Context: an optimization exercise on an open-source flow, tuned for small area. The choices shown serve that exercise and are no tape-out recipe. Where RTL was checked, it was by simulation tests only, not by an equivalence proof against the original. For run 4, only the layout was checked, not whether the RTL still works. Power and IR drop assume default switching activity.

==> flow/design.v <==
module cpu16_core #(
  parameter logic [11:0] RESET_PC = 12'h000
) (
  input  logic        CLOCK_50,
  input  logic        reset,
  input  logic [15:0] inst,
  output logic [11:0] pc,
  output logic        retire,
  output logic        halted,
  input  logic [3:0]  dbg_sel,
  output logic [15:0] dbg_data
);
  localparam logic [1:0] CLR = 2'd0, FETCH = 2'd1, EX = 2'd2, HALT = 2'd3;
  logic [1:0]  st;
  logic [3:0]  ph;
  logic [15:0] rf [1:15];
  logic [15:0] hin, t;    
  logic        c, bd;
  wire [3:0] op = inst[15:12];
  wire [3:0] rc = inst[11:8];
  wire [3:0] ra = inst[7:4];
  wire [3:0] rb = inst[3:0];
  wire s_clr   = st == CLR;
  wire s_fetch = st == FETCH;
  wire s_ex    = st == EX;
  wire last    = ph == 4'd15;
  wire op_sub = op == 4'h1;
  wire op_slt = op == 4'h5;
  wire op_shl = op == 4'h6;
  wire op_shr = op == 4'h7;
  wire op_mul = op == 4'h9;
  wire op_beq = op == 4'hB;
  assign halted = st == HALT;
  wire       tload = s_fetch & (ph == 4'd14);
  wire [1:0] ps_s = {halted | op_beq, halted | tload};
  wire [3:0] psel;
  for (genvar k = 0; k < 4; k++) begin : g_psel
    cpu16_mux4 u_m (.d({dbg_sel[k], rc[k], ra[k], rb[k]}), .s(ps_s), .y(psel[k]));
  end
  wire [3:0] psel_n, lo_n, hi_n;
  wire [15:1] oh;
  for (genvar k = 0; k < 4; k++) begin : g_pre
    cpu16_inv   u_i (.a(psel[k]), .y(psel_n[k]));
    cpu16_nand2 u_l (.a(k[0] ? psel[0] : psel_n[0]), .b(k[1] ? psel[1] : psel_n[1]), .y(lo_n[k]));
    cpu16_nand2 u_h (.a(k[0] ? psel[2] : psel_n[2]), .b(k[1] ? psel[3] : psel_n[3]), .y(hi_n[k]));
  end
  for (genvar i = 1; i < 16; i++) begin : g_oh
    cpu16_nor2 u_o (.a(lo_n[i % 4]), .b(hi_n[i / 4]), .y(oh[i]));
  end
  wire [15:0] pm;
  for (genvar b = 0; b < 16; b++) begin : g_pm
    wire [4:0] g;
    for (genvar k = 0; k < 5; k++) begin : g_k
      cpu16_aoi222 u_aoi (
        .a0(oh[3*k+1]), .b0(rf[3*k+1][b]),
        .a1(oh[3*k+2]), .b1(rf[3*k+2][b]),
        .a2(oh[3*k+3]), .b2(rf[3*k+3][b]),
        .y(g[k]));
    end
    cpu16_nand5 u_nand (.a(g), .y(pm[b]));
  end
  wire [15:0] r0, r1, r2;
  for (genvar i = 0; i < 16; i++) begin : g_rot
    cpu16_mux2i u0 (.a(pm[i]), .b(pm[(i + 15) % 16]), .s(ph[0]), .y(r0[i]));
    cpu16_mux2i u1 (.a(r0[i]), .b(r0[(i + 14) % 16]), .s(ph[1]), .y(r1[i]));
    cpu16_mux2i u2 (.a(r1[i]), .b(r1[(i + 12) % 16]), .s(ph[2]), .y(r2[i]));
    cpu16_mux2i u3 (.a(r2[i]), .b(r2[(i + 8) % 16]), .s(ph[3]), .y(dbg_data[i]));
  end
  wire bnext = pm[1];
  wire       shl = op_shl;
  wire       sh  = op_shl | op_shr;
  wire [3:0] km, kx, idx;
  wire [4:0] ic;
  assign ic[0] = shl;
  for (genvar k = 0; k < 4; k++) begin : g_idx
    cpu16_xor2 u_x (.a(inst[k]), .b(shl), .y(kx[k]));
    cpu16_and2 u_a (.a(kx[k]), .b(sh), .y(km[k]));
    cpu16_fa   u_f (.a(ph[k]), .b(km[k]), .ci(ic[k]), .s(idx[k]), .co(ic[k+1]));
  end
  wire amask, tsel;
  cpu16_xnor2 u_mask (.a(ic[4]), .b(shl), .y(amask));
  wire [3:0] tq;
  for (genvar k = 0; k < 4; k++) begin : g_tq
    cpu16_mux4 u_m (.d(t[4*k +: 4]), .s(idx[1:0]), .y(tq[k]));
  end
  cpu16_mux4 u_tsel (.d(tq), .s(idx[3:2]), .y(tsel));
  wire x_t = tsel & amask;
  wire op_addi = op == 4'h8;
  wire op_li   = op == 4'hD;
  logic imm;
  always_comb begin
    if (op_li) imm = ph[3] ? inst[7] : inst[ph[2:0]];
    else       imm = ph[3:2] == 2'b00 ? inst[ph[1:0]] : 1'b0;
  end
  wire x    = x_t;
  wire y    = op_addi ? imm : bd;
  wire flip = op_slt & last;             
  wire xx   = x ^ flip;
  wire yy   = y ^ (op_sub | op_slt) ^ flip;
  wire cin  = (ph == 4'd0) ? (op_sub | op_slt) : c;
  wire sum, cout;
  cpu16_fa u_alu (.a(xx), .b(yy), .ci(cin), .s(sum), .co(cout));
  wire zacc = ((ph == 4'd0) ? 1'b0 : c) | bd;
  wire        mstep = s_ex & op_mul;
  wire        pg    = mstep & bd;
  wire [15:0] accn  = {hin[15:1], hin[0] | (mstep & ph == 4'd0)};
  wire [15:0] ppn;
  for (genvar i = 0; i < 16; i++) begin : g_pp
    cpu16_nand2 u_p (.a(t[i]), .b(pg), .y(ppn[i]));
  end
  wire [16:0] s17n;    
  wire [16:1] cyn;     
  cpu16_xnor2 u_s0 (.a(accn[0]), .b(ppn[0]), .y(s17n[0]));
  cpu16_or2   u_c0 (.a(accn[0]), .b(ppn[0]), .y(cyn[1]));
  for (genvar i = 1; i < 16; i++) begin : g_add
    cpu16_fa u_fa (.a(accn[i]), .b(ppn[i]), .ci(cyn[i]), .s(s17n[i]), .co(cyn[i+1]));
  end
  assign s17n[16] = cyn[16];
  wire        hclr  = s_clr | (s_fetch & op_mul & ph != 4'd0);
  wire        htopn = mstep ? s17n[16] : (hclr | hin[0]);
  logic wbit, wen;
  always_comb begin
    wbit = 1'b0;
    case (op)
      4'h0, 4'h1, 4'h8: wbit = sum;
      4'hD: wbit = imm;
      4'h2: wbit = x & y;
      4'h3: wbit = x | y;
      4'h4: wbit = x ^ y;
      4'h5: wbit = s_fetch & ~c;
      4'h6, 4'h7: wbit = x;
      4'h9: wbit = ~s17n[0];
      4'hA: wbit = ~hin[0];
      default: wbit = 1'b0;
    endcase
    if (s_clr) wbit = 1'b0;
    wen = s_ex & (op <= 4'hA) & ~(op_slt & ph == 4'd0) | s_ex & op_li
        | s_fetch & op_slt & ph == 4'd0;
  end
  wire fin = last & s_ex;
  assign retire = fin;
  wire        jump  = op == 4'hC | op_beq & ~zacc;
  wire [11:0] pc_inc, pc_nx;
  wire [11:1] pc_cy;
  cpu16_inv u_inc0 (.a(pc[0]), .y(pc_inc[0]));
  assign pc_cy[1] = pc[0];
  for (genvar i = 1; i < 11; i++) begin : g_inc
    cpu16_ha u_h (.a(pc[i]), .b(pc_cy[i]), .s(pc_inc[i]), .co(pc_cy[i+1]));
  end
  cpu16_xor2 u_inc11 (.a(pc[11]), .b(pc_cy[11]), .y(pc_inc[11]));
  wire sel_tgt_lo = jump & ~reset;
  wire sel_tgt_hi = jump & ~reset & ~op_beq;
  wire sel_inc    = ~jump & ~reset;
  for (genvar i = 0; i < 12; i++) begin : g_pcnx
    wire pc_or;
    cpu16_a22o u_m (.a1(i < 8 ? sel_tgt_lo : sel_tgt_hi), .a2(inst[i]), .b1(sel_inc), .b2(pc_inc[i]),
                    .y(pc_or));
    if (RESET_PC[i]) begin : g_one
      assign pc_nx[i] = pc_or | reset;
    end else begin : g_zero
      assign pc_nx[i] = pc_or;
    end
  end
  wire        pc_en = reset | fin & (op != 4'hF);
  always_ff @(posedge CLOCK_50) begin
    ph <= reset ? 4'd0 : ph + 4'd1;
    c  <= s_clr | (op_beq ? zacc : cout);
    bd <= bnext;
    hin <= {htopn, s17n[15:1]};
    if (tload) t <= {pm[1:0], pm[15:2]};
    for (int i = 1; i < 16; i++)
      rf[i] <= {(s_clr | wen & rc == 4'(i)) ? wbit : rf[i][0], rf[i][15:1]};
    if (pc_en) pc <= pc_nx;
    if (reset) begin
      st <= CLR;
    end else if (last) begin
      case (st)
        CLR:   st <= FETCH;
        FETCH: st <= EX;
        EX:    st <= op == 4'hF ? HALT : FETCH;
        default: st <= HALT;
      endcase
    end
  end
endmodule
module cpu16_aoi222 (
  input  logic a0, b0, a1, b1, a2, b2,
  output logic y
);
  assign y = ~(a0 & b0 | a1 & b1 | a2 & b2);
endmodule
module cpu16_nand5 (
  input  logic [4:0] a,
  output logic       y
);
  assign y = ~&a;
endmodule
module cpu16_mux2i (
  input  logic a, b, s,
  output logic y
);
  assign y = ~(s ? b : a);
endmodule
module cpu16_inv (
  input  logic a,
  output logic y
);
  assign y = ~a;
endmodule
module cpu16_nand2 (
  input  logic a, b,
  output logic y
);
  assign y = ~(a & b);
endmodule
module cpu16_nor2 (
  input  logic a, b,
  output logic y
);
  assign y = ~(a | b);
endmodule
module cpu16_fa (
  input  logic a, b, ci,
  output logic s, co
);
  assign {co, s} = a + b + ci;
endmodule
module cpu16_ha (
  input  logic a, b,
  output logic s, co
);
  assign {co, s} = a + b;
endmodule
module cpu16_mux4 (
  input  logic [3:0] d,
  input  logic [1:0] s,
  output logic       y
);
  assign y = d[s];
endmodule
module cpu16_xor2 (
  input  logic a, b,
  output logic y
);
  assign y = a ^ b;
endmodule
module cpu16_xnor2 (
  input  logic a, b,
  output logic y
);
  assign y = ~(a ^ b);
endmodule
module cpu16_and2 (
  input  logic a, b,
  output logic y
);
  assign y = a & b;
endmodule
module cpu16_or2 (
  input  logic a, b,
  output logic y
);
  assign y = a | b;
endmodule
module cpu16_a22o (
  input  logic a1, a2, b1, b2,
  output logic y
);
  assign y = a1 & a2 | b1 & b2;
endmodule
==> flow/flow/run.sh <==
#!/bin/bash
set -euo pipefail
cd "$(dirname "$0")/.."
mkdir -p tmp scripts
export TMPDIR="$PWD/tmp"
cp -r "$FLOW_HOME/scripts/." scripts/
cp flow/abc_speed.script scripts/abc_speed.script
export SCRIPTS_DIR="$PWD/scripts"
export CTS_ARGS="-sink_clustering_enable -repair_clock_nets -dont_use_dummy_load -sink_clustering_size 20 -sink_clustering_max_diameter 60 -buf_list sky130_fd_sc_hd__clkbuf_8 -root_buf sky130_fd_sc_hd__clkbuf_4 -tree_buf sky130_fd_sc_hd__clkbuf_4"
export BUFFER_PORTS_ARGS="-buffer_cell sky130_fd_sc_hd__buf_1"
bash standard.sh > standard.log 2>&1
rm -rf tmp
==> flow/flow/abc_speed.script <==
&get -n
&st
&dch
&nf -R 1000 -p
&st
&syn2
&if -g -K 6
&synch2
&nf -R 1000 -p
&st
&syn2
&if -g -K 6
&synch2
&nf -R 1000 -p
&st
&syn2
&if -g -K 6
&synch2
&nf -R 1000 -p
&st
&syn2
&if -g -K 6
&synch2
&nf -R 1000 -p
&st
&syn2
&if -g -K 6
&synch2
&nf -R 1000 -p
&put
topo
stime -c
dnsize -c
==> flow/standard.sh <==
#!/bin/bash
# synth_recipe.tcl (not shown) runs the flow's synth.tcl, then flattens the netlist and writes it again
# the make line also repeats each setting of config.mk as NAME=value (left out here)
make -C /OpenROAD-flow-scripts/flow DESIGN_CONFIG=/design/flow/config.mk WORK_HOME=/design/flow/orfs CLKGATE_MAP_FILE= SYNTH_SCRIPT=/design/flow/synth_recipe.tcl "${@:-finish}"
==> flow/config.mk <==
export PLATFORM = sky130hd
export DESIGN_NAME = cpu16_core
export DESIGN_NICKNAME = cpu16_core
export VERILOG_FILES = /design/flow/design.v
export SDC_FILE = /design/flow/constraint.sdc
export NUM_CORES = 4
export LEC_CHECK = 0
export CAP_MARGIN = 10
export CORE_MARGIN = 2
export CORE_UTILIZATION = 66
export GPL_TIMING_DRIVEN = 0
export SLEW_MARGIN = 10
export SYNTH_HIERARCHICAL = 1
export SYNTH_MINIMUM_KEEP_SIZE = 0
==> flow/constraint.sdc <==
create_clock -name core_clock -period 10.0 [get_ports {CLOCK_50}]
set_input_delay 2.0000 -clock core_clock [delete_from_list [all_inputs] [get_ports {CLOCK_50}]]
set_output_delay 2.0000 -clock core_clock [all_outputs]
set_load 0.01 [all_outputs]
==> notes.md, run 1 <==
DRT iter0 DRCs between 700 and 800; worst-path fanout max 16; Placed Cells 950; commonest non-fill, non-tap cells in the layout 262 x dfxtp_1, 80 x a222oi_1, 66 x mux2i_1; area grow syn2layout 7.131%; Worst Tran Pin Value between 1 and 1.5 ns; Setup violations, final 0; EDFF count, synth 28; Placement Cell Area approximately 10000 sq um; Final Hold Vio Count 0; met2 wire length slightly above 10000 um; Final min period 9.710 ns; outcome no timing/DRC/antenna violations; DRT met1 WL slightly below 9000 um; RSZ-0062 raised after global routing false; Vert. Die Dim ~130 um; row count 44; Post-Synth Simple-Gate Area 0.07054; main combinational cell family by area after synthesis compound AO/OA/AOI/OAI gates; Worst-path clk slew 0.11 ns; worst reg-to-reg path cell count 21; top layer in use met4; vias roughly 6400; syn avg cell area about 14 sq um; Finished Core Util 0.7192; Gate Count Post-Synth around 700; DRT Wirelength 20780 um; Routed WL per cell 21.40 um; final instance area 10410 sq um; routability cong. between 0.8 and 0.9; H-tree depth 1; FFs w/ async S/R, synth 0; grt ovf 0; estimated wirelength of the detail-placed design 14920 um; normalized max-slew margin 0.1748; Yosys reg bits between 200 and 300; Vias/cell 6.599; synthesized area 9721 sq um; Adder-Cell Fraction of Synth Area 0.06050; ratio of cells with drive above 1 in the final layout 0.04574; clk buf depth 3; R2R Setup Slk 1.47 ns; die area around 16000 sq um; largest net degree at the start of global routing 26; # clock sinks between 200 and 300; core region area 14480 sq um; Compound-Gate Fraction of Synth Area 0.1331; Max-cap violations 0; met3 WL between 1000 and 1500 um; period utilisation layout 0.9710; crit start category input port; VDD IR max roughly 130 uV; critical path startpoint inst[12]; DRT Pass-1 Iters 6; Post-Synth XOR/XNOR Area 0.009911; antenna fix cells 0; Post-Layout Cell Count 971; most common cell after layout, fill and taps aside dfxtp_1; CTS tree built; worst path required time around 10 ns; multiplexer share of the synthesized area 0.09113; starting density of the core 0.6714; ANT nets after route 0; Layout Nets around 850; die width 125.4 um; min-delay worst type flop to flop; Inserted Clock Buffers 20; postcts setup bufs 0; Seq/Total Area, Yosys 0.6302; Pins Over Slew Limit 0; Distinct cells, synth 40; Synth Flop Type dfxtp_1; post-synthesis net count between 700 and 800; Worst Setup Path Type input port to flop; DRC 0; Critical Path End Type flop; post_cts resized 0; first-pass GRT wire length 33040 um; Setup crit end hin[15]; r2r startpoint ph[1]; Peak Freq between 100 and 150 MHz; PD cells roughly 170 nW/um^2; vias in the first global route about 6300; skew final 0.1453 ns; antenna violations before repair 0; All-Layer GR Usage 0.2612; leakage power total between 0.003 and 0.004 uW; Hold Buf Count CTS 0; Ports between 50 and 60; Root Buffer clkbuf_4; arrival time at the worst endpoint slightly above 10 ns; port bufs 51; hold slack about 0.29 ns; Yosys warnings 9; Worst R2R End hin[15]; Skew-Pair Late Insertion Delay between 0.6 and 0.7 ns
## cells by family (layout without fill, tap and decap cells)
logic type / Yosys count / count (layout)
compound gates: 149 / 149
xor+xnor: 11 / 11
fa+ha+maj: 35 / 35
buf+inv: 11 / 83
flops: 292 / 292
mux: 76 / 76
simple gates: 141 / 141
## where the power goes
part / internal [uW] / total [uW] / switching [uW]
Sequential: 1180 / 1200 / 12.8
Clock: 165 / 481 / 316
Combinational: 32.5 / 82.3 / 49.8
## worst max-delay path, cell delays in order
cell and delay, ns:
buf_1 0.33, nand2b_1 0.30, nor2_1 0.24, and3_1 0.51
nand2_1 0.15, or2_0 0.28, fa_1 0.40, fa_1 0.39
fa_1 0.41, fa_1 0.41, fa_1 0.42, fa_1 0.41
fa_1 0.39, fa_1 0.41, fa_1 0.40, fa_1 0.40
fa_1 0.40, fa_1 0.42, fa_1 0.40, fa_1 0.41
fa_1 0.39, mux2i_1 0.15, o21ai_0 0.11
## sequential cells by signal (all words and copies together), names as in the netlist
| register | cells |
|---|---|
| hin | 16 |
| bd | 1 |
| t | 16 |
| pc | 12 |
| rf | 240 |
| ph | 4 |
| c | 1 |
| st | 2 |
## through the flow
stage	total power, uW	setup TNS [ns]	worst slack [ns]
after floorplan	1276	0	0.8843
after global placement	1302	0	0.06803
after detailed placement	1305	-0.1821	-0.1811
after CTS	1774	0	0.4198
after global routing	1826	0	0.05419
final	1761	0	0.2901
## per-layer routing
layer  track usage  up-vias
li1              -     2945
met1        0.3522     3197
met2        0.4482      227
met3       0.03937       39
met4       0.06601        0
met5             0        -
## final cells by class
cell class	instances	area [sq um]
Multi-Input combinational cell	412	3555
Timing Repair Buffer	52	198.9
Clock buffer	20	256.5
Tap cell	184	230.2
Buffer	1	7.507
Fill cell	1025	4065
Inverter	10	37.54
Sequential cell	292	6128
## Yosys cell counts, drive strengths merged (3+ instances only)
cell,instances,area (sq um)
nor2,31,116.4
and2,6,37.54
mux4,10,225.2
and3,20,125.1
a211oi,3,22.52
nand3,19,95.09
nand2b,3,18.77
ha,15,187.7
xnor2,5,43.79
nor2b,8,50.05
o211ai,4,30.03
a21oi,20,100.1
xor2,6,52.55
nor3,3,15.01
a22o,12,105.1
dfxtp,264,5285
mux2i,66,660.6
o21ai,5,25.02
edfxtp,28,840.8
a311oi,15,131.4
a222oi,80,800.8
clkinv,10,37.54
nand2,42,157.7
fa,20,400.4
## Yosys stat by module (local to each module, per instance), excerpt
module,cell area [sq um],copies in the design,cells,flops+latches
cpu16_or2,6.256,1,1,0
cpu16_mux2i,10.01,64,1,0
cpu16_nand2,3.754,24,1,0
cpu16_inv,3.754,5,1,0
cpu16_xnor2,8.758,2,1,0
cpu16_core,7008,1,432,292
cpu16_ha,12.51,10,1,0
cpu16_xor2,8.758,5,1,0
cpu16_and2,6.256,4,1,0
## worst min-delay path by stage
stage	start	end	slack, ns	depth (start not counted)
2_1_floorplan	rf[10][1]	rf[10][0]	0.33	0
3_3_place_gp	rf[7][8]	rf[7][7]	0.33	0
3_5_place_dp	rf[7][3]	rf[7][2]	0.34	0
5_1_grt	rf[15][3]	rf[15][2]	0.28	0
4_1_cts	rf[4][2]	rf[4][1]	0.28	0
6_report	rf[4][2]	rf[4][1]	0.29	0
==> inputs of run 2 (changes only) <==
--- a/flow/config.mk
+++ b/flow/config.mk
@@ -7,7 +7,7 @@
 export LEC_CHECK = 0
 export CAP_MARGIN = 10
 export CORE_MARGIN = 2
-export CORE_UTILIZATION = 66
+export CORE_UTILIZATION = 60
 export GPL_TIMING_DRIVEN = 0
 export SLEW_MARGIN = 10
 export SYNTH_HIERARCHICAL = 1
==> run 2 against run 1 <==
Critical path depth is the same; clock power is essentially flat; final area grew 0.46%; die area grew 9.7%; via count shrank 1.2%; critical path type unchanged; final cell count grew 3.4%; still clean; critical endpoint unchanged; total power is essentially flat; routed wire length grew 3.7%; flip-flop and latch count is the same; setup slack gained 0.16 ns.
==> notes.md, run 2 <==
area leader, netlist dfxtp_1; H-tree depth 1; Distinct cells, synth 40; Reg power frac 0.680; Vert. Die Dim 131.3 um; Gate Count Post-Synth slightly above 700; starting density of the core 0.6119; CTS tree built; Ports 52; outcome no timing/DRC/antenna violations; Yosys reg bits 292; port bufs ~50; Worst Hold Path EP rf[7][13]; DRC 0; routability cong. 0.8984; post-synthesis net count a little under 800; most common cell after layout, fill and taps aside dfxtp_1; normalized max-slew margin 0.1391; VDD IR max around 120 uV; antenna violations before repair 1; Seq/Total Area, Yosys 0.6302; Critical Path End Type flop; Post-Synth XOR/XNOR Area 0.009911; FFs w/ async S/R, synth 0; DRT iter0 DRCs 772; synthesized area 9721 sq um; Post-Synth Simple-Gate Area 0.07054; worst reg-to-reg path cell count 21; row count 46; Hold Crit Depth 0; Reg area ~6100 sq um; Clk pwr share 0.273; die area ~17000 sq um; skew final 0.08913 ns; Synth top area share 0.5437; period utilisation layout 0.9553; grt ovf 0; critical path's largest stage delay 0.52 ns; ratio of cells with drive above 1 in the final layout 0.05210; first-pass GRT wire length about 34000 um; hold_sp rf[7][14]; min-delay worst type flop to flop; area grow syn2layout 7.620%; post-place setup slack -0.1619 ns; R2R Setup Slk between 1.5 and 2 ns; slowest CP cell and3_1; # clock sinks 292; Pins Over Slew Limit 0; estimated wirelength of the detail-placed design roughly 15000 um; Yosys warnings 9; clk buf depth 3; Pint between 1000 and 1500 uW; Final Hold Vio Count 0; Vias/cell 6.308; top post-synthesis cells by area dfxtp_1 54%, edfxtp_1 8.6%, a222oi_1 8.2%; FILL cells about 1200; max reg flops between 200 and 250; Routed WL per cell about 21 um; commonest non-fill, non-tap cells in the layout 261 x dfxtp_1, 80 x a222oi_1, 66 x mux2i_1; multi-input logic area between 3000 and 4000 sq um; worst-path fanout max 16; Adder-Cell Fraction of Synth Area 0.06050; Crit path top cell by count fa_1; Inserted Clock Buffers 19; multiplexer share of the synthesized area 0.09113; post_cts resized 0; r2r startpoint ph[1]; postcts setup bufs 0; DRT Pass-1 Iters 6; Max-cap violations 0; Peak Freq 104.7 MHz; crit start category input port; DRT Wirelength roughly 22000 um; main combinational cell family by area after synthesis compound AO/OA/AOI/OAI gates; Top reg by flops rf; Worst-path clk slew 0.11 ns; Compound-Gate Fraction of Synth Area 0.1331; core region area 15890 sq um; die width 131.3 um; Skew-Pair Late Insertion Delay ~0.66 ns; arrival time at the worst endpoint approximately 10 ns; Worst Setup Slack, final between 0.4 and 0.5 ns; crit path cell chain buf_1 > nand2b_1 > nor2_1 > and3_1 > nand2_1 > or2_0 > fa_1 > fa_1 > fa_1 > fa_1 > fa_1 > fa_1 > fa_1 > fa_1 > fa_1 > fa_1 > fa_1 > fa_1 > fa_1 > fa_1 > fa_1 > mux2i_1 > o21ai_0; Worst R2R End hin[15]; Post-synth top cells 264 x dfxtp_1, 80 x a222oi_1, 66 x mux2i_1, 42 x nand2_1, 31 x nor2_1; vias between 6000 and 7000; Switch Pwr about 390 uW; PD cells 168.3 nW/um^2; vias in the first global route between 6000 and 7000; worst path required time ~10 ns; Root Buffer clkbuf_4; Logic pwr share 0.047; Synth Flop Type dfxtp_1; EDFF count, synth 28; switching part of the total 0.2197; syn avg cell area 13.60 sq um; cell with the most instances after synthesis dfxtp_1; Hold Buf Count CTS 0; Setup violations, final 0; Final min period 9.553 ns; largest net degree at the start of global routing 26; Layout Nets roughly 850; ANT nets after route 0; Worst Setup Path Type input port to flop; Power Total 1761 uW; Worst Tran Pin Value ~1.3 ns; leakage power total between 0.003 and 0.004 uW; largest registers rf: 240 flops, hin: 16 flops, t: 16 flops; All-Layer GR Usage 0.2483; RSZ-0062 raised after global routing false
[run 2: worst max-delay path: cells and delay by family]
kind | cells | cell delay [ns]
AO/OA/AOI/OAI | 1 | 0.08
adder cells (fa/ha/maj) | 15 | 5.99
buffers and inverters | 1 | 0.32
multiplexers | 1 | 0.12
AND/OR/NAND/NOR | 5 | 1.52
[run 2: how the worst max path moves through the flow]
stage	slack, ns	start	end
floorplan	0.88	inst[13]	hin[15]
global placement	-0.06	inst[12]	hin[15]
finish	0.45	inst[12]	hin[15]
global route	0.11	inst[12]	hin[15]
detailed placement	-0.16	inst[12]	hin[15]
CTS	0.49	inst[12]	hin[15]
[run 2: logic make-up (layout without fill, tap and decap cells)]
group                      count (synthesis)  in the layout
DFF                                      292            292
AOI/OAI and AO/OA                        149            149
and+or+nand+nor                          141            141
muxes                                     76             76
adders and majority gates                 35             35
xor gates and xnor gates                  11             11
buffers and inverters                     11             83
other                                      0              1
[run 2: power by group through the flow]
stage               clock network [uW]  registers, uW  logic, uW
finish                             481           1200       83.4
global route                       532           1200       90.3
CTS                                496           1200       82.0
detailed placement                   0           1220       81.8
global placement                     0           1220       79.2
floorplan                            0           1220       53.1
[run 2: through the flow]
step	TNS, ns	area [sq um]	hold WS [ns]	instances	util
6_report	0	10460	0.2994	1004	0.6586
5_1_grt	0	10460	0.3140	1004	0.6586
2_1_floorplan	0	9721	0.3298	715	-
4_1_cts	0	10430	0.3089	1001	0.6563
3_3_place_gp	-0.06340	10180	0.3323	982	0.6410
3_5_place_dp	-0.1643	10180	0.3354	982	0.6410
[run 2: metal layers]
metal / wire, um / GRT usage / vias to the layer above
met1: 9054 / 0.3267 / 3123
met5: 0 / 0 / -
met3: 1140 / 0.03241 / 38
met2: 10750 / 0.4330 / 226
met4: 602 / 0.07186 / 0
li1: - / - / 2946
[run 2: cell type report]
type / count / area share
Sequential cell: 292 / 0.5859
Buffer: 1 / 0.0007176
Clock buffer: 19 / 0.02320
Antenna cell: 1 / 0.0002392
Multi-Input combinational cell: 412 / 0.3407
Timing Repair Buffer: 53 / 0.01973
Inverter: 10 / 0.003588
Tap cell: 216 / 0.02583
[run 2: Yosys stat by module, one instance, submodules excluded, a selection]
module	copies in the design	area, sq um
cpu16_nand5	16	11.26
cpu16_mux2i	64	10.01
cpu16_nand2	24	3.754
cpu16_aoi222	80	10.01
cpu16_or2	1	6.256
cpu16_and2	4	6.256
==> inputs of run 3 (changes only) <==
--- a/flow/config.mk
+++ b/flow/config.mk
@@ -5,10 +5,10 @@
 export SDC_FILE = /design/flow/constraint.sdc
 export NUM_CORES = 4
 export LEC_CHECK = 0
-export CAP_MARGIN = 10
+export CAP_MARGIN = 5
 export CORE_MARGIN = 2
 export CORE_UTILIZATION = 60
 export GPL_TIMING_DRIVEN = 0
-export SLEW_MARGIN = 10
+export SLEW_MARGIN = 5
 export SYNTH_HIERARCHICAL = 1
 export SYNTH_MINIMUM_KEEP_SIZE = 0
==> run 3 against run 2 <==
Die area is the same; sequential share of layout area grew 0.14 points; non-clock buffer count shrank 2; routed wire length grew 0.39%; hold slack gained 0.0022 ns; global-route usage is the same; first-iteration DRC count grew 13%; flip-flop and latch count is the same; clock skew shrank 0.0025 ns; critical endpoint unchanged; final area shrank 0.30%; clock-buffer cell count is the same; critical path type unchanged.
==> notes.md, run 3 <==
outcome no timing/DRC/antenna violations; vias ~6300; Layout Nets about 840; DRC 0; core region area between 15000 and 20000 sq um; post_cts resized 0; Distinct cells, synth 40; Pins Over Slew Limit 0; port bufs roughly 50; Hold Buf Count CTS 0; top post-synthesis cells by area dfxtp_1 54%, edfxtp_1 8.6%, a222oi_1 8.2%; Inserted Clock Buffers 19; hold slack slightly above 0.3 ns; worst path required time 10.48 ns; commonest non-fill, non-tap cells in the layout 264 x dfxtp_1, 80 x a222oi_1, 66 x mux2i_1; period utilisation layout 0.9586; first-pass GRT wire length 34250 um; crit path cell chain buf_1 > nand2b_1 > nor2_1 > and3_1 > nand2_1 > or2_0 > fa_1 > fa_1 > fa_1 > fa_1 > fa_1 > fa_1 > fa_1 > fa_1 > fa_1 > fa_1 > fa_1 > fa_1 > fa_1 > fa_1 > fa_1 > mux2i_1 > o21ai_0; PD cells approximately 170 nW/um^2; antenna violations before repair 1; Logic pwr share 0.047; Clk pwr share 0.273; grt ovf 0; slowest CP cell and3_1; syn avg cell area roughly 14 sq um; Compound-Gate Fraction of Synth Area 0.1331; Ports 52; skew final approximately 0.087 ns; Synth top area share 0.5437; Yosys reg bits slightly below 300; RSZ-0062 raised after global routing false; Post-Synth Simple-Gate Area 0.07054; Final Hold Vio Count 0; Max-cap violations 0; routability cong. between 0.8 and 0.9; worst-path fanout max 16; arrival time at the worst endpoint around 10 ns; crit start category input port; vias in the first global route between 6000 and 7000; max reg flops between 200 and 250; EDFF count, synth 28; VDD IR max between 100 and 150 uV; Root Buffer clkbuf_4; Switch Pwr about 390 uW; normalized max-slew margin 0.1048; All-Layer GR Usage 0.2483; largest net degree at the start of global routing 26; Post-synth top cells 264 x dfxtp_1, 80 x a222oi_1, 66 x mux2i_1, 42 x nand2_1, 31 x nor2_1; DRT Wirelength roughly 22000 um; cell with the most instances after synthesis dfxtp_1; Final min period approximately 9.6 ns; met1 GRT Util 0.3267; Worst-path clk slew between 0.1 and 0.15 ns; Reg area between 6000 and 7000 sq um; post-synthesis net count just under 800; critical path's largest stage delay 0.52 ns; leakage power total between 0.003 and 0.004 uW; Yosys warnings 9; estimated wirelength of the detail-placed design about 15000 um; Crit path top cell by count fa_1; Synth Flop Type dfxtp_1; DRT iter0 DRCs just under 900; multi-input logic area 3552 sq um; Skew-Pair Late Insertion Delay around 0.65 ns; FFs w/ async S/R, synth 0; GR Util met2 0.4330; row count 46; hold_sp rf[9][15]; Reg power frac 0.680; die width between 100 and 150 um; area grow syn2layout 7.298%; area leader, netlist dfxtp_1; Setup violations, final 0; multiplexer share of the synthesized area 0.09113; Seq/Total Area, Yosys 0.6302; post-place setup slack -0.1619 ns; die area 17230 sq um; Peak Freq roughly 100 MHz; most common cell after layout, fill and taps aside dfxtp_1; Adder-Cell Fraction of Synth Area 0.06050; largest registers rf: 240 flops, hin: 16 flops, t: 16 flops; DRT Pass-1 Iters 6; GRT busiest layer met2; ANT nets after route 0; Top reg by flops rf; synthesized area just under 10000 sq um; main combinational cell family by area after synthesis compound AO/OA/AOI/OAI gates; Critical Path End Type flop; # clock sinks ~300; H-tree depth 1; postcts setup bufs 0; met3 usage 0.03241; FILL cells roughly 1200; Vias/cell ~6.3; Routed WL per cell approximately 22 um; CTS tree built; r2r startpoint ph[0]; Pint ~1400 uW; Post-Synth XOR/XNOR Area 0.009911; ratio of cells with drive above 1 in the final layout 0.03949; critical path startpoint inst[12]; Worst Tran Pin Value ~1.3 ns; Gate Count Post-Synth 715; Vert. Die Dim between 100 and 150 um; Worst Setup Slack, final 0.4141 ns; Worst Setup Path Type input port to flop; starting density of the core 0.6119; min-delay worst type flop to flop; clk buf depth 3; switching part of the total 0.2193
## run 3: cell type report
class | instances | share of cell area
diodes | 1 | 0.0002399
plain buffers | 1 | 0.0007198
clock buffers | 19 | 0.02327
inverters | 10 | 0.003599
multi-input cells | 412 | 0.3406
flip-flops and latches | 292 | 0.5873
well taps | 216 | 0.02591
repair buffers | 51 | 0.01835
## run 3: logic make-up after synthesis
logic type      count (synthesis)
fa+ha+maj                      35
mux                            76
xor+xnor                       11
compound gates                149
simple gates                  141
buf+inv                        11
flops                         292
## run 3: path summary, 6_finish.rpt
| check | cells past startpoint | slack (ns) | end |
|---|---|---|---|
| worst max register to register | 21 | 1.43 | hin[15] |
| worst min-delay path | 0 | 0.30 | rf[9][14] |
| worst max-delay path | 23 | 0.41 | hin[15] |
| worst min register to register | 0 | 0.30 | rf[9][14] |
## run 3: per-stage QoR
step                        util  cell area [sq um]  total power (uW)  setup TNS [ns]  cells
after global placement    0.6410              10180              1303        -0.06340    982
after floorplan                -               9721              1276               0    715
after CTS                 0.6563              10430              1775               0   1001
after detailed placement  0.6410              10180              1306         -0.1643    982
final                     0.6566              10430              1760               0   1002
after global routing      0.6566              10430              1820               0   1002
## run 3: per-module statistics from Yosys (local to each module, per instance), excerpt
module,copies in the design,flops+latches,cells inside,area (sq um)
cpu16_ha,10,0,1,12.51
cpu16_nor2,15,0,1,3.754
cpu16_aoi222,80,0,1,10.01
cpu16_and2,4,0,1,6.256
cpu16_a22o,12,0,1,8.758
cpu16_xor2,5,0,1,8.758
cpu16_mux4,9,0,1,22.52
cpu16_mux2i,64,0,1,10.01
cpu16_nand5,16,0,2,11.26
cpu16_fa,20,0,1,20.02
cpu16_nand2,24,0,1,3.754
cpu16_xnor2,2,0,1,8.758
cpu16_or2,1,0,1,6.256
cpu16_inv,5,0,1,3.754
## run 3: metal layers
metal,wire [um],part of all wire,vias up
met1,9165,0.42,3108
met2,10820,0.50,217
met5,0,0,-
met3,1069,0.049,36
met4,576,0.027,0
li1,-,-,2945
## run 3: power groups by stage
stage	combinational, uW	sequential, uW	clock [uW]
2_1_floorplan	53.1	1220	0
3_3_place_gp	79.2	1220	0
3_5_place_dp	81.8	1220	0
4_1_cts	82.0	1200	496
5_1_grt	89.8	1200	532
6_report	83.3	1200	480
## run 3: critical path, delay by kind of cell
family,cells,cell delay (ns)
fa+ha+maj,15,5.99
simple gates,5,1.54
buf+inv,1,0.33
mux,1,0.12
compound gates,1,0.08
==> inputs of run 4 (changes only) <==
--- a/flow/design.v
+++ b/flow/design.v
@@ -97,7 +97,10 @@
   wire flip = op_slt & last;             
   wire xx   = x ^ flip;
   wire yy   = y ^ (op_sub | op_slt) ^ flip;
-  wire cin  = (ph == 4'd0) ? (op_sub | op_slt) : c;
+  wire op_and = op == 4'h2;
+  wire op_or  = op == 4'h3;
+  wire op_xor = op == 4'h4;
+  wire cin  = (op_and | op_or | op_xor) ? op_or : (ph == 4'd0) ? (op_sub | op_slt) : c;
   wire sum, cout;
   cpu16_fa u_alu (.a(xx), .b(yy), .ci(cin), .s(sum), .co(cout));
   wire zacc = ((ph == 4'd0) ? 1'b0 : c) | bd;
@@ -124,9 +127,8 @@
     case (op)
       4'h0, 4'h1, 4'h8: wbit = sum;
       4'hD: wbit = imm;
-      4'h2: wbit = x & y;
-      4'h3: wbit = x | y;
-      4'h4: wbit = x ^ y;
+      4'h2, 4'h3: wbit = cout;
+      4'h4: wbit = sum;
       4'h5: wbit = s_fetch & ~c;
       4'h6, 4'h7: wbit = x;
       4'h9: wbit = ~s17n[0];
==> run 4 against run 3 <==
Setup slack got worse by 0.0072 ns; hold slack improved by 0.023 ns; core utilization increased by 0.36 points; fmax about the same; register-to-register slack worse by 0.20 ns; final area rose by 0.18%; critical endpoint unchanged.
==> notes.md, run 4 <==
RSZ-0062 raised after global routing false; Final Hold Vio Count 0; leakage power total between 0.003 and 0.004 uW; period utilisation layout 0.9593; arrival time at the worst endpoint between 10 and 15 ns; estimated wirelength of the detail-placed design between 15000 and 20000 um; ANT nets after route 0; Seq/Total Area, Yosys 0.6313; Top reg by flops rf; postcts setup bufs 0; Skew-Pair Late Insertion Delay around 0.65 ns; Setup violations, final 0; Clk pwr share 0.277; outcome no timing/DRC/antenna violations; Yosys reg bits roughly 290; Post-synth top cells 264 x dfxtp_1, 80 x a222oi_1, 68 x mux2i_1, 50 x nand2_1, 38 x nand3_1; worst path required time about 10 ns; largest net degree at the start of global routing 26; Hold Buf Count CTS 0; Pint between 1000 and 1500 uW; DRC 0; worst reg-to-reg path cell count 22; Distinct cells, synth 39; Inserted Clock Buffers 20; Setup crit end hin[15]; port bufs between 50 and 60; Synth Flop Type dfxtp_1; DRT iter0 DRCs 676; syn avg cell area 13.31 sq um; Final min period between 9 and 10 ns; Placement Cell Area a little over 10000 sq um; hold slack between 0.3 and 0.4 ns; Worst Setup Path Type input port to flop; Routed WL per cell roughly 20 um; clk buf depth 3; post-synthesis net count a little under 800; vias 6278; Worst Setup Slack, final between 0.4 and 0.5 ns; die area roughly 17000 sq um; top post-synthesis cells by area dfxtp_1 54%, edfxtp_1 8.7%, a222oi_1 8.3%; area leader, netlist dfxtp_1; post-place setup slack -0.3874 ns; H-tree depth 1; min-delay worst type flop to flop; # clock sinks a little under 300; worst-path fanout max 16; most common cell after layout, fill and taps aside dfxtp_1; Peak Freq 104.2 MHz; Vias/cell between 6 and 7; synthesized area approximately 9700 sq um; Vert. Die Dim about 130 um; Synth top area share 0.5446; die width ~130 um; Yosys warnings 9; final instance area 10450 sq um; Switch Pwr roughly 380 uW; Pins Over Slew Limit 0; largest registers rf: 240 flops, hin: 16 flops, t: 16 flops; Ports 52; All-Layer GR Usage 0.2374; first-pass GRT wire length about 33000 um; core region area roughly 16000 sq um; Worst Tran Pin Value between 1 and 1.5 ns; FFs w/ async S/R, synth 0; Max-cap violations 0; normalized max-slew margin 0.1137; switching part of the total 0.2152; Worst-path clk slew 0.11 ns; R2R Setup Slk 1.23 ns; r2r startpoint ph[0]; max reg flops 240; commonest non-fill, non-tap cells in the layout 264 x dfxtp_1, 80 x a222oi_1, 68 x mux2i_1; row count 46; Logic pwr share 0.042; VDD IR max between 150 and 200 uV; DRT Pass-1 Iters 8; Reg power frac 0.681; PD cells approximately 170 nW/um^2; Hold Crit Depth 0; critical path startpoint inst[12]; crit start category input port; post_cts resized 0; skew final between 0.05 and 0.06 ns; vias in the first global route roughly 6200; cell with the most instances after synthesis dfxtp_1; CTS tree built; grt ovf 0; Critical Path End Type flop; area grow syn2layout 7.672%; Gate Count Post-Synth ~730; ratio of cells with drive above 1 in the final layout 0.04364; Root Buffer clkbuf_4; Worst R2R End hin[15]; antenna violations before repair 1; starting density of the core 0.6131; Layout Nets around 860; routability cong. between 0.8 and 0.9; EDFF count, synth 28; DRT Wirelength 20830 um
-- run 4: cell types whose count changed in the layout (fill, tap and decap cells not counted), sizes merged, moves of 3 or more --
| cell | previous run | this run |
|---|---|---|
| nand3 | 19 | 38 |
| a21oi | 20 | 2 |
| o21ai | 5 | 21 |
| a311oi | 15 | 0 |
| nand2 | 42 | 50 |
| nor3 | 3 | 10 |
| and3 | 20 | 17 |
| nor4 | 0 | 3 |
| o211ai | 4 | 1 |
-- run 4: cell families (layout without fill, tap and decap cells) --
| logic type | count (synthesis) | in the layout | share of synthesized area |
|---|---|---|---|
| other | 0 | 1 | 0 |
| adder cells (fa/ha/maj) | 34 | 34 | 0.05905 |
| multiplexers | 78 | 78 | 0.09335 |
| AND/OR/NAND/NOR | 175 | 175 | 0.08639 |
| flip-flops | 292 | 292 | 0.6313 |
| buffers and inverters | 12 | 85 | 0.005029 |
| XOR/XNOR | 11 | 11 | 0.009928 |
| AO/OA/AOI/OAI | 127 | 127 | 0.1150 |
-- run 4: cell type report --
cell class,instances,area [sq um]
inverters,11,41.29
repair buffers,53,206.4
diodes,1,2.502
clock buffers,20,256.5
multi-input cells,425,3538
plain buffers,1,7.507
fillers,1230,5379
well taps,216,270.3
flip-flops and latches,292,6126
-- run 4: worst min-delay path by stage --
stage           endpoint  startpoint
2_1_floorplan  rf[10][0]   rf[10][1]
3_3_place_gp   rf[13][6]   rf[13][7]
3_5_place_dp   rf[10][6]   rf[10][7]
4_1_cts         rf[2][5]    rf[2][6]
5_1_grt         rf[2][5]    rf[2][6]
6_report        rf[2][0]    rf[2][1]
-- run 4: stage by stage --
stage	setup TNS, ns	util	power, uW	cells
6_report	0	0.6602	1757	1019
3_3_place_gp	-0.3550	0.6423	1294	996
2_1_floorplan	0	-	1269	729
4_1_cts	0	0.6594	1775	1017
5_1_grt	0	0.6602	1825	1019
3_5_place_dp	-0.6116	0.6432	1297	997
-- run 4: per-layer routing --
metal / track usage / vias up / wire (um)
met3: 0.03086 / 32 / 1129
met2: 0.4155 / 197 / 10510
met5: 0 / - / 0
met4: 0.06582 / 0 / 430
met1: 0.3124 / 3085 / 8761
li1: - / 2964 / -
-- run 4: power by group through the flow --
| stage | clock network [uW] | logic (uW) | registers (uW) |
|---|---|---|---|
| 2_1_floorplan | 0 | 46.3 | 1220 |
| 3_3_place_gp | 0 | 70.6 | 1220 |
| 3_5_place_dp | 0 | 73.1 | 1220 |
| 4_1_cts | 504 | 73.4 | 1200 |
| 5_1_grt | 545 | 81.2 | 1200 |
| 6_report | 486 | 73.9 | 1200 |
-- run 4: Yosys stat by module, one instance, submodules excluded, a selection --
module / cells inside / flip-flops and latches
cpu16_core: 446 / 292
cpu16_mux4: 1 / 0
cpu16_fa: 1 / 0
cpu16_nand5: 2 / 0
cpu16_mux2i: 1 / 0
cpu16_xor2: 1 / 0
cpu16_a22o: 1 / 0
cpu16_xnor2: 1 / 0
cpu16_inv: 1 / 0
cpu16_nand2: 1 / 0
cpu16_nor2: 1 / 0
-- run 4: worst max-delay path, stage by stage --
cell and delay [ns]:
buf_1 0.39, nand2b_1 0.26, nor3_1 0.28, and2_1 0.48, nand2_1 0.17, or2_0 0.29, fa_1 0.39, fa_1 0.39
fa_1 0.41, fa_1 0.40, fa_1 0.38, fa_1 0.40, fa_1 0.42, fa_1 0.39, fa_1 0.38, fa_1 0.41
fa_1 0.40, fa_1 0.41, fa_1 0.40, fa_1 0.40, fa_1 0.39, mux2i_1 0.15, o21ai_0 0.10

==> what the ideal ports hide <==
No port has a modelled driver above. Below, the same layouts with a new extraction and two added sets of constraints.
Step 1, drivers: a clkbuf_16 drives CLOCK_50 and a buf_2 each remaining input, both assumed.
Step 2 times the ports against the registers' clock, not the clock port: input delays grow and output delays shrink by t, the midpoint of the rising clock arrivals with the driver on.
Slacks: no drivers / after step 1 / after step 2; pairs: no drivers / after step 1.
| run | t (ns) | setup WS [ns] | latest minus earliest clock arrival (ns) |
|---|---|---|---|
| run 1 | 0.643 | 0.290 / 0.305 / -0.338 | 0.147 / 0.146 |
| run 2 | 0.648 | 0.447 / 0.456 / -0.192 | 0.089 / 0.089 |
| run 3 | 0.643 | 0.414 / 0.424 / -0.219 | 0.087 / 0.087 |
| run 4 | 0.659 | 0.407 / 0.418 / -0.241 | 0.056 / 0.057 |
With both steps, setup timing fails in every run listed, where it was met with ideal ports. For run 4, which loses most, drivers alone change the setup slack by +0.011 ns; drivers and shift together by -0.648 ns.
